This design comes from an exercise in tuning for small area, a short achievable clock period and few clock cycles on the open sky130 flow, not from production work.
No run shown here included a check of the RTL's function; only the layout flow was run.
Power and IR drop assume default switching activity.

==> flow/design.v, too long to show whole: its modules and the start of the top module <==
// module requant_argmax_pipe: 1496 lines
module requant_argmax_pipe #(
  parameter int ACC_W       = 25,
  parameter int OUT_W       = 8,
  parameter int MULT_W      = 16,
  parameter int SHIFT_W     = 5,
  parameter int NUM_CLASSES = 10,
  parameter int IDX_W       = $clog2(NUM_CLASSES)
) (
  input  logic                     clk,
  input  logic                     rst_n,
  input  logic                     cfg_load,
  input  logic signed [ACC_W-1:0]  cfg_bias,
  input  logic        [MULT_W-1:0] cfg_mult,
  input  logic       [SHIFT_W-1:0] cfg_shift,
  input  logic                     cfg_round,
  input  logic signed [OUT_W-1:0]  cfg_offset,
  input  logic signed [OUT_W-1:0]  cfg_min,
  input  logic signed [OUT_W-1:0]  cfg_max,
  output logic                     busy,
  input  logic                     in_valid,
  output logic                     in_ready,
  input  logic signed [ACC_W-1:0]  in_data,
  input  logic                     in_last,
  output logic                     out_valid,
  input  logic                     out_ready,
  output logic signed [OUT_W-1:0]  out_data,
  output logic                     out_last,
  output logic                     argmax_valid,
  output logic        [IDX_W-1:0]  argmax_idx,
  output logic signed [OUT_W-1:0]  argmax_val
);
  // ...
==> flow/flow/run.sh <==
#!/bin/bash
# The standard ORFS layout (standard.sh), with two changes to how it is
# made: repair_timing aims for 8.7 ns of setup slack at the design's clock
# period, and the port buffers are buf_2.
set -euo pipefail
bash standard.sh SETUP_SLACK_MARGIN=8.7 "BUFFER_PORTS_ARGS=-buffer_cell sky130_fd_sc_hd__buf_2" finish > standard_flow.log 2>&1
==> flow/standard.sh <==
#!/bin/bash
# synth_recipe.tcl (not shown) runs the flow's synth.tcl, then flattens the netlist and writes it again
# the make line also repeats each setting of config.mk as NAME=value (left out here)
make -C /OpenROAD-flow-scripts/flow DESIGN_CONFIG=/design/flow/config.mk WORK_HOME=/design/flow/orfs CLKGATE_MAP_FILE= SYNTH_SCRIPT=/design/flow/synth_recipe.tcl "${@:-finish}"
==> flow/config.mk <==
export PLATFORM = sky130hd
export DESIGN_NAME = requant_argmax_pipe
export DESIGN_NICKNAME = requant_argmax_pipe
export VERILOG_FILES = /design/flow/design.v
export SDC_FILE = /design/flow/constraint.sdc
export NUM_CORES = 4
export LEC_CHECK = 0
export CAP_MARGIN = 20
export CORE_MARGIN = 2
export CORE_UTILIZATION = 40
export CTS_CLUSTER_DIAMETER = 80
export CTS_CLUSTER_SIZE = 25
export SLEW_MARGIN = 20
==> flow/constraint.sdc <==
create_clock -name core_clock -period 12.0 [get_ports {clk}]
set_input_delay 2.4000 -clock core_clock [delete_from_list [all_inputs] [get_ports {clk}]]
set_output_delay 2.4000 -clock core_clock [all_outputs]
set_load 0.01 [all_outputs]
==> run summary, run 1 <==
Yosys:
- The sequential cell area fraction in the yosys report is 0.2944.
- The number of enable-type register cells in the synthesized netlist is 54.
- Of the total synthesized cell area, the portion taken by full adders, half adders and majority gates is 0.2152.
- Of the total synthesized cell area, the portion taken by AND, OR, NAND and NOR gates is 0.1048.
- The most frequent cell after synthesis is sky130_fd_sc_hd__dfxtp_1.

STA:
- For the pin with the worst max-slew slack, the measured transition is 0.8599 ns.
- The worst slack on hold paths is 0.3242 ns.
- Headroom to the max-slew limit came out at 0.4260.

Drt:
- The via density per instance is 5.783.
- The wire length after detailed routing is 82740 µm.

Power and ir drop:
- Summed over the clock group, the power is 1.02 mW.
- The top power group is combinational logic.
- The overall power of the completed layout is 6.975 mW.

GRT:
- For this run, global-route usage on met1 was measured as 0.2858.

Outcome:
- The run finished with no timing, DRC or antenna violations.

Final layout:
- More flip-flops sit in one register than any other, and that register is mem_q.
- The layout has 29 clock buffers.
- Leaving out the clock tree, the finished layout contains an inverter count of 266.
- The multi-input logic area is 18340 µm².
- Multi-input logic gates represent a cell area share of 0.5797.
- The layout buffering overhead excluding clock cells is 0.06595.

Critical path:
- The worst register-to-register path begins at pa_q[20].
- The endpoint identified for the worst register-to-register timing path is fits_q.
- For the worst setup path, the data required time is 12.57 ns.

Clocking:
- CTS placed an instance of sky130_fd_sc_hd__clkbuf_16 at the clock tree root.
- Post-CTS timing repair inserted 33 buffers for setup.

Floorplanning:
- The site row count is 95.

Placed design:
- The port buffer count is 126.

Min path:
- The hold-critical path depth is 0.
==> run 2: changes to the inputs <==
--- a/flow/design.v
+++ b/flow/design.v
@@ -1168,17 +1168,20 @@
   logic mul_w391;
   logic mul_w392;
   assign mul_w391 = mul_y8[25] ^ 1'b1;
   assign mul_w392 = mul_y8[25] & 1'b1;
   assign pa = {mul_w391, mul_w389, mul_w387, mul_w385, mul_w383, mul_w381, mul_w379, mul_w377, mul_w375, mul_w373, mul_w371, mul_w369, mul_w367, mul_w365, mul_w363, mul_w361, mul_w359, mul_w357, mul_w355, mul_w353, mul_w351, mul_w349, mul_w347, mul_w345, mul_w343, mul_w341, mul_w339, mul_w337, mul_w335, mul_w333, mul_w331, mul_w329, mul_w327, mul_w325, mul_w323, mul_w321, mul_w319, mul_w317, mul_w315, mul_w313, mul_y0[1], mul_y0[0]};
   assign pb = {mul_w390, mul_w388, mul_w386, mul_w384, mul_w382, mul_w380, mul_w378, mul_w376, mul_w374, mul_w372, mul_w370, mul_w368, mul_w366, mul_w364, mul_w362, mul_w360, mul_w358, mul_w356, mul_w354, mul_w352, mul_w350, mul_w348, mul_w346, mul_w344, mul_w342, mul_w340, mul_w338, mul_w336, mul_w334, mul_w332, mul_w330, mul_w328, mul_w326, mul_w324, mul_w322, mul_w320, mul_w318, mul_w316, mul_w314, mul_neg1, 1'b0, mul_neg0};
   logic signed [41:0] p;
   logic        [41:0] x0;
+  logic        [25:0] x1;
   logic        [17:0] x2;
+  logic        [13:0] x3;
+  logic        [11:0] x4;
   logic        [10:0] x5;
   logic        [32:0] msk;
   logic               sg, fits_d;
   logic [41:0] cpa_g0, cpa_p0;
   assign cpa_g0 = pa_q & pb_q;
   assign cpa_p0 = pa_q ^ pb_q;
   logic cpa_G1; assign cpa_G1 = cpa_g0[1] | (cpa_p0[1] & cpa_g0[0]);
   logic cpa_G2; assign cpa_G2 = cpa_g0[3] | (cpa_p0[3] & cpa_g0[2]);
@@ -1348,22 +1351,21 @@
   logic cpa_G102; assign cpa_G102 = cpa_G60 | (cpa_P60 & cpa_G95);
   logic cpa_G103; assign cpa_G103 = cpa_G61 | (cpa_P61 & cpa_G95);
   logic cpa_G104; assign cpa_G104 = cpa_G78 | (cpa_P78 & cpa_G95);
   logic cpa_G105; assign cpa_G105 = cpa_G79 | (cpa_P79 & cpa_G95);
   assign p = {(cpa_p0[41] ^ cpa_G104), (cpa_p0[40] ^ cpa_G103), (cpa_p0[39] ^ cpa_G102), (cpa_p0[38] ^ cpa_G101), (cpa_p0[37] ^ cpa_G100), (cpa_p0[36] ^ cpa_G99), (cpa_p0[35] ^ cpa_G98), (cpa_p0[34] ^ cpa_G97), (cpa_p0[33] ^ cpa_G96), (cpa_p0[32] ^ cpa_G95), (cpa_p0[31] ^ cpa_G94), (cpa_p0[30] ^ cpa_G93), (cpa_p0[29] ^ cpa_G92), (cpa_p0[28] ^ cpa_G91), (cpa_p0[27] ^ cpa_G90), (cpa_p0[26] ^ cpa_G89), (cpa_p0[25] ^ cpa_G88), (cpa_p0[24] ^ cpa_G87), (cpa_p0[23] ^ cpa_G86), (cpa_p0[22] ^ cpa_G85), (cpa_p0[21] ^ cpa_G84), (cpa_p0[20] ^ cpa_G83), (cpa_p0[19] ^ cpa_G82), (cpa_p0[18] ^ cpa_G81), (cpa_p0[17] ^ cpa_G80), (cpa_p0[16] ^ cpa_G69), (cpa_p0[15] ^ cpa_G68), (cpa_p0[14] ^ cpa_G67), (cpa_p0[13] ^ cpa_G66), (cpa_p0[12] ^ cpa_G65), (cpa_p0[11] ^ cpa_G64), (cpa_p0[10] ^ cpa_G63), (cpa_p0[9] ^ cpa_G62), (cpa_p0[8] ^ cpa_G45), (cpa_p0[7] ^ cpa_G44), (cpa_p0[6] ^ cpa_G43), (cpa_p0[5] ^ cpa_G42), (cpa_p0[4] ^ cpa_G23), (cpa_p0[3] ^ cpa_G22), (cpa_p0[2] ^ cpa_G1), (cpa_p0[1] ^ cpa_g0[0]), (cpa_p0[0])};
   always_comb begin
     sg     = p[41];
     x0     = {p[40:0], 1'b0};
-    x2     = '0;
-    for (int j = 0; j < 4; j++)
-      x2 = x2 | (x0[8*j +: 18] & {18{shift_q[4:3] == 2'(j)}});
-    x5     = '0;
-    for (int j = 0; j < 8; j++)
-      x5 = x5 | (x2[j +: 11] & {11{shift_q[2:0] == 3'(j)}});
+    x1     = shift_q[4] ? x0[41:16] : x0[25:0];
+    x2     = shift_q[3] ? x1[25:8] : x1[17:0];
+    x3     = shift_q[2] ? x2[17:4] : x2[13:0];
+    x4     = shift_q[1] ? x3[13:2] : x3[11:0];
+    x5     = shift_q[0] ? x4[11:1] : x4[10:0];
     for (int j = 0; j < 33; j++) msk[j] = (6'(j) >= {1'b0, shift_q});
     fits_d = (&(p[41:9] | ~msk)) || !(|(p[41:9] & msk));
   end
   logic signed [11:0] kx, hi_d, lo_d, hi_q, lo_q;
   logic               mm_q;
   logic        [8:0]  t9;
   logic               gt, lt, selmax, selmin;
   logic signed [7:0]  res;
==> flow/flow/run.sh (replaced) <==
#!/bin/bash
# The standard ORFS layout (standard.sh), with two changes to how it is
# made: repair_timing aims for 8.35 ns of setup slack at the design's clock
# period, and the port buffers are buf_2.
set -euo pipefail
bash standard.sh SETUP_SLACK_MARGIN=8.35 "BUFFER_PORTS_ARGS=-buffer_cell sky130_fd_sc_hd__buf_2" finish > standard_flow.log 2>&1
==> flow/config.mk (replaced) <==
export PLATFORM = sky130hd
export DESIGN_NAME = requant_argmax_pipe
export DESIGN_NICKNAME = requant_argmax_pipe
export VERILOG_FILES = /design/flow/design.v
export SDC_FILE = /design/flow/constraint.sdc
export NUM_CORES = 4
export LEC_CHECK = 0
export ABC_AREA = 1
export CAP_MARGIN = 20
export CORE_MARGIN = 2
export CORE_UTILIZATION = 40
export CTS_CLUSTER_DIAMETER = 80
export CTS_CLUSTER_SIZE = 25
export SLEW_MARGIN = 20
==> run 2 against run 1 <==
  * Die area down 2.5%
  * Still clean on timing, DRC and antenna
  * Setup slack better by 1.2 ns
  * Via count down 1.8%
  * Largest cell class unchanged
  * Hold slack better by 0.010 ns
  * Cell count up 7.6%
  * Critical path type is now reg -> out
  * Power up 2.8%
  * Core utilization down 2.4 points
  * Clock-buffer cell count unchanged
  * Critical endpoint is now out_data[2]
  * Area after synthesis down 2.5%
==> run summary, run 2 <==
STA:
- The shortest clock period the worst path allows after layout was 3.587 ns (was 4.742 ns).
- The top achievable clock speed is 278.8 MHz (was 210.9 MHz).
- The share of the cycle needed by the critical path after routing is 0.2989 (was 0.3952).
- Setup repair after global routing missed its margin: yes (unchanged).
- The max-slew headroom at the worst pin is 0.3606 (was 0.4260).
- The worst-case clock skew came to 0.02330 ns (was 0.03588 ns).
- The max-slew violation count is 0 (unchanged).
- The final hold violation count is 0 (unchanged).
- The total setup violations reported at the end of the flow is 0 (unchanged).
- The worst setup margin is 8.413 ns (was 7.258 ns).
- The actual slew at the worst max-slew pin was 0.9490 ns (was 0.8599 ns).
- The final sum of negative setup slack came to 0 ns (unchanged).

Final layout:
- The number of flip-flops in the largest register is 54 (unchanged).
- The final instance area came to 29070 µm² (was 31640 µm²).
- Leading registers by flop count: mem_q x54, pa_q x42, pb_q x41 (unchanged).
- The total number of nets in the final design is 3738 (was 3427).
- The most flop-heavy register is mem_q (unchanged).
- The ratio of cells with drive above 1 in the final layout is 0.1018 (was 0.1973).
- The leading cell type in the layout, fill and taps excluded is sky130_fd_sc_hd__nand2_1 (unchanged).
- Top library cells by usage in the layout, fill and taps aside: 513 x sky130_fd_sc_hd__nand2_1, 441 x sky130_fd_sc_hd__inv_1, 300 x sky130_fd_sc_hd__dfxtp_1, 246 x sky130_fd_sc_hd__xor2_1, 208 x sky130_fd_sc_hd__o22ai_1 (was 257 x sky130_fd_sc_hd__nand2_1, 251 x sky130_fd_sc_hd__inv_1, 238 x sky130_fd_sc_hd__dfxtp_1, 215 x sky130_fd_sc_hd__a22oi_1, 170 x sky130_fd_sc_hd__fa_1).
- The area added between synthesis and finish was 10.78% (was 17.51%).

Placed design:
- The placed wire-length estimate is 55920 µm (was 56330 µm).
- The routability-driven placement congestion ratio was 0.9460 (was 0.9197).
- The port buffer count is 126 (unchanged).
- The pre-CTS setup slack is 7.500 ns (was 6.709 ns).
- The instance area after placement is 27580 µm² (was 28270 µm²).

Critical path:
- The startpoint-to-endpoint class of the critical path is reg -> out (was reg -> reg).
- The cell depth of the worst flop-to-flop path came to 9 (was 20).
- The start of the worst register-to-register path was s_q[20] (was pa_q[20]).
- The slack of the worst reg-to-reg path came to 8.45 ns (was 7.26 ns).
- The data arrival time of the critical path is 1.19 ns (was 5.31 ns).
- The buffering stage count on the worst path with inverters included came to 1 (was 0).
- The cell with the biggest individual delay on the critical path is sky130_fd_sc_hd__dfxtp_2 (was sky130_fd_sc_hd__or4_4).
- The critical path endpoint category is a primary output (was flop).
- The beginning of the critical path is od_q[2] (was pa_q[20]).
- The maximum fanout along the worst path is 3 (was 6).
- The category of the worst setup path launch point is a flop (unchanged).
- The required time at the worst-slack endpoint was 9.60 ns (was 12.57 ns).
- The end of the worst register-to-register path is pa_q[30] (was fits_q).
- The gate family responsible for the most delay along the worst path is flip-flops (was simple AND/OR/NAND/NOR gates).
- Crit path cell chain: buf_2 (was ha_4 > and3_4 > and4_4 > and2b_2 > o21a_1 > o31a_1 > or3_4 > fa_2 > xor2_4 > nor2_2 > o32a_1 > o211ai_1 > nor4_2 > o211ai_1 > or4_4 > a2111o_1 > nor4_2 > nand4b_1 > nor4_2 > a31o_1).
- The delay of the slowest cell on the worst path was 0.43 ns (was 0.53 ns).

Drt:
- The total vias in the final route came to 21.94k (was 22.35k).
- The via density per instance is 5.279 (was 5.783).
- The number of detailed-route iterations in the first pass is 6 (was 5).
- The initial DRC count was 2017 (was 1854).
- The residual antenna-violating net count after detailed routing came to 0 (unchanged).
- The number of remaining DRC errors is 0 (unchanged).
- The detail-routed net length per standard cell is 18.32 µm (was 21.41 µm).
- The wire length after detailed routing is 76130 µm (was 82740 µm).

Yosys:
- The proportion of register bits with asynchronous set or reset after synthesis is 0 (unchanged).
- Most frequent cells after synthesis: 515 x sky130_fd_sc_hd__nand2_1, 457 x sky130_fd_sc_hd__inv_1, 315 x sky130_fd_sc_hd__dfxtp_1, 247 x sky130_fd_sc_hd__xor2_1, 209 x sky130_fd_sc_hd__o22ai_1 (was 315 x sky130_fd_sc_hd__dfxtp_1, 262 x sky130_fd_sc_hd__inv_1, 260 x sky130_fd_sc_hd__nand2_1, 258 x sky130_fd_sc_hd__a22oi_1, 179 x sky130_fd_sc_hd__fa_1).
- The sequential cell area fraction in the yosys report is 0.3021 (was 0.2944).
- The synthesized area divided by synthesized cell count came to 8.150 µm² (was 9.241 µm²).
- The most frequent cell after synthesis is sky130_fd_sc_hd__nand2_1 (was sky130_fd_sc_hd__dfxtp_1).
- The area of the mapped netlist came to 26240 µm² (was 26930 µm²).
- The count of synthesis-stage warnings from yosys is 2 (unchanged).
- The cell count after synthesis came to 3220 (was 2914).
- The share of Yosys cell area claimed by the top area cell type is 0.2403 (was 0.2342).
- The number of enable-type register cells in the synthesized netlist was 54 (unchanged).
- The most used flip-flop cell after synthesis is sky130_fd_sc_hd__dfxtp_1 (unchanged).
- The post-synthesis register bit count is 369 (unchanged).
- The synthesized netlist net count is 3677 (was 3371).
- The distinct cell type count after synthesis is 51 (was 86).
- The cell type with the largest total area after synthesis is sky130_fd_sc_hd__dfxtp_1 (unchanged).
- Main area contributors after synthesis: sky130_fd_sc_hd__dfxtp_1 24%, sky130_fd_sc_hd__fa_1 14%, sky130_fd_sc_hd__ha_1 8.4% (was sky130_fd_sc_hd__dfxtp_1 23%, sky130_fd_sc_hd__fa_1 13%, sky130_fd_sc_hd__ha_1 8.2%).

Power and ir drop:
- The proportion of power drawn by combinational gates is 0.610 (was 0.589).
- The switching part of the total power is 0.4795 (was 0.4509).
- The power density normalized to cell area came to 246.7 nW/µm² (was 220.4 nW/µm²).
- The cell-internal power was 3.733 mW (was 3.830 mW).
- The clock group share of total power is 0.133 (was 0.147).
- The static leakage power is 14.14 nW (was 12.93 nW).
- The peak ir drop on the vdd network is 0.0001265 V (was 0.0001756 V).
- The register share of total power was 0.257 (was 0.264).
- The net switching component of the power is 3.439 mW (was 3.145 mW).

GRT:
- The largest net degree at the start of global routing is 89 (was 77).
- The final global-route overflow total was 0 (unchanged).
- The number of antenna violations at the first check in global routing is 5 (was 0).
- The global-route total usage across every layer is 0.2237 (was 0.2297).
- The global-route wire length before repair is 119200 µm (was 128300 µm).
- The number of global-route vias before repair was 21.54k (was 23.01k).

Floorplanning:
- The vertical extent of the die is 260.1 µm (was 263.5 µm).
- The number of placed I/O pins is 127 (unchanged).
- The site row count is 93 (was 95).
- The placeable core region came to 64700 µm² (was 66920 µm²).
- The starting density of the core is 0.4056 (was 0.4024).
- The floorplan die width was 260.1 µm (was 263.5 µm).
- The overall die area came to 67670 µm² (was 69410 µm²).

Clocking:
- The clock tree root driver cell is sky130_fd_sc_hd__clkbuf_16 (unchanged).
- The clock latency reported for the late side of the worst-skew pair is 0.59 ns (was 0.62 ns).
- The number of hold buffers added after CTS is 0 (unchanged).
- The clock slew at the register clock pins of the worst setup and hold paths was 0.10 ns (about the same).
- The number of CTS-inserted buffers was 25 (was 27).
- The number of clock sinks is 369 (unchanged).
- The CTS tree is yes (unchanged).
- The number of buffers between clock root and the deepest sink is 3 (unchanged).
- The H-tree depth reported by CTS was 1 (unchanged).

Min path:
- The destination of the worst hold path is lu_q (was ls_q).
- The class of the tightest hold or removal check is reg -> reg (unchanged).
- The worst hold path startpoint is lt_q (was ld_q).
- The hold-critical path depth is 0 (unchanged).

Outcome:
- Result of the run: timing/DRC/antenna clean (unchanged).

Run:
- The max-capacitance violation count is 0 (unchanged).
[run 2: cell count changes after synthesis, sizes merged, moves of 34 or more]
cell    delta
xnor2    -153
nand3    +147
a21boi    -69
and2      -39
a22oi    -257
o21ai     +93
inv      +197
o22ai    +201
nor2      +79
nand2    +273
a21oi     +55
clkbuf    -68
xor2     +131
mux2i     -34
[run 2: cell families (layout without fill, tap and decap cells)]
| family | after synthesis | after routing | synth area share |
|---|---|---|---|
| and+or+nand+nor | 980 | 980 | 0.1596 |
| AOI/OAI and AO/OA | 617 | 617 | 0.1372 |
| buffers and inverters | 632 | 712 | 0.09149 |
| other | 0 | 1 | 0 |
| xor gates and xnor gates | 266 | 266 | 0.08878 |
| DFF | 369 | 369 | 0.3021 |
| adders and majority gates | 355 | 355 | 0.2205 |
| muxes | 1 | 1 | 0.0004291 |
[run 2: power groups by stage]
stage | Sequential (mW) | Combinational (mW) | Clock (mW)
finish | 1.84 | 4.38 | 0.951
global route | 1.87 | 5.05 | 1.03
CTS | 1.83 | 4.28 | 0.979
detailed placement | 1.85 | 4.27 | 0
global placement | 1.86 | 4.17 | 0
floorplan | 1.75 | 3.15 | 0
[run 2: worst max-delay path by stage]
stage,endpoint,slack [ns],depth (start not counted)
floorplan,c_q[1],8.37,8
global placement,rc_q,7.53,8
detailed placement,rc_q,7.50,8
CTS,out_valid,8.35,1
global route,fits_q,8.28,18
finish,out_data[2],8.41,1
[run 2: repair_timing]
item                       4_1_cts  5_1_grt
pin swaps                        0        1
setup endpoints to repair      107       83
gates resized for setup         38       46
gates cloned                     0        2
setup buffers                    2       32
[run 2: layer usage]
layer / track usage / part of all wire / vias up
met5: 0 / 0.00035 / -
met1: 0.3046 / 0.44 / 10270
met3: 0.04259 / 0.078 / 134
li1: - / - / 10690
met4: 0.07016 / 0.028 / 6
met2: 0.3584 / 0.45 / 842
[run 2: stage by stage]
| stage | instances | utilization | total power [mW] | hold slack, ns |
|---|---|---|---|---|
| final | 4156 | 0.4493 | 7.172 | 0.3344 |
| after global routing | 4156 | 0.4493 | 7.951 | 0.3439 |
| after CTS | 4121 | 0.4412 | 7.092 | 0.3381 |
| after detailed placement | 4073 | 0.4262 | 6.122 | 0.3138 |
| after global placement | 4073 | 0.4262 | 6.025 | 0.3104 |
| after floorplan | 3220 | - | 4.906 | 0.3096 |
[run 2: layout make-up]
cell class	instances	area, µm²
Antenna cell	1	2.502
Multi-Input combinational cell	2219	16010
Sequential cell	369	7951
Clock buffer	29	650.6
Fill cell	6490	35630
Inverter	484	1936
Timing Repair Buffer	180	1212
Clock inverter	17	231.5
Timing Repair inverter	2	10.01
Tap cell	855	1070

-- afterwards: timing with drivers on the ports --
The results above use ideal ports. As a check the final layouts listed here were re-extracted and re-timed, cells and wires unchanged.
Step 1 assumes that a clkbuf_16 drives the clock port and a buf_2 every other input.
Step 2 moves the port delays by t, midway between the first and last clock arrival at a register: inputs arrive t later, outputs are due t later. That takes back most of the time a late clock gives input paths.
a / b / c = ideal / step 1 / step 2; a / b = the first two.
run | t, ns | slack for setup (ns) | worst setup path after step 2
run 1 | 0.666 | 7.258 / 7.258 / 7.258 | register to register
run 2 | 0.651 | 8.413 / 8.349 / 7.913 | input to register
After both steps every run listed still meets setup and hold. For run 2, which loses most, drivers alone change the setup slack by -0.064 ns; drivers and shift together by -0.500 ns.
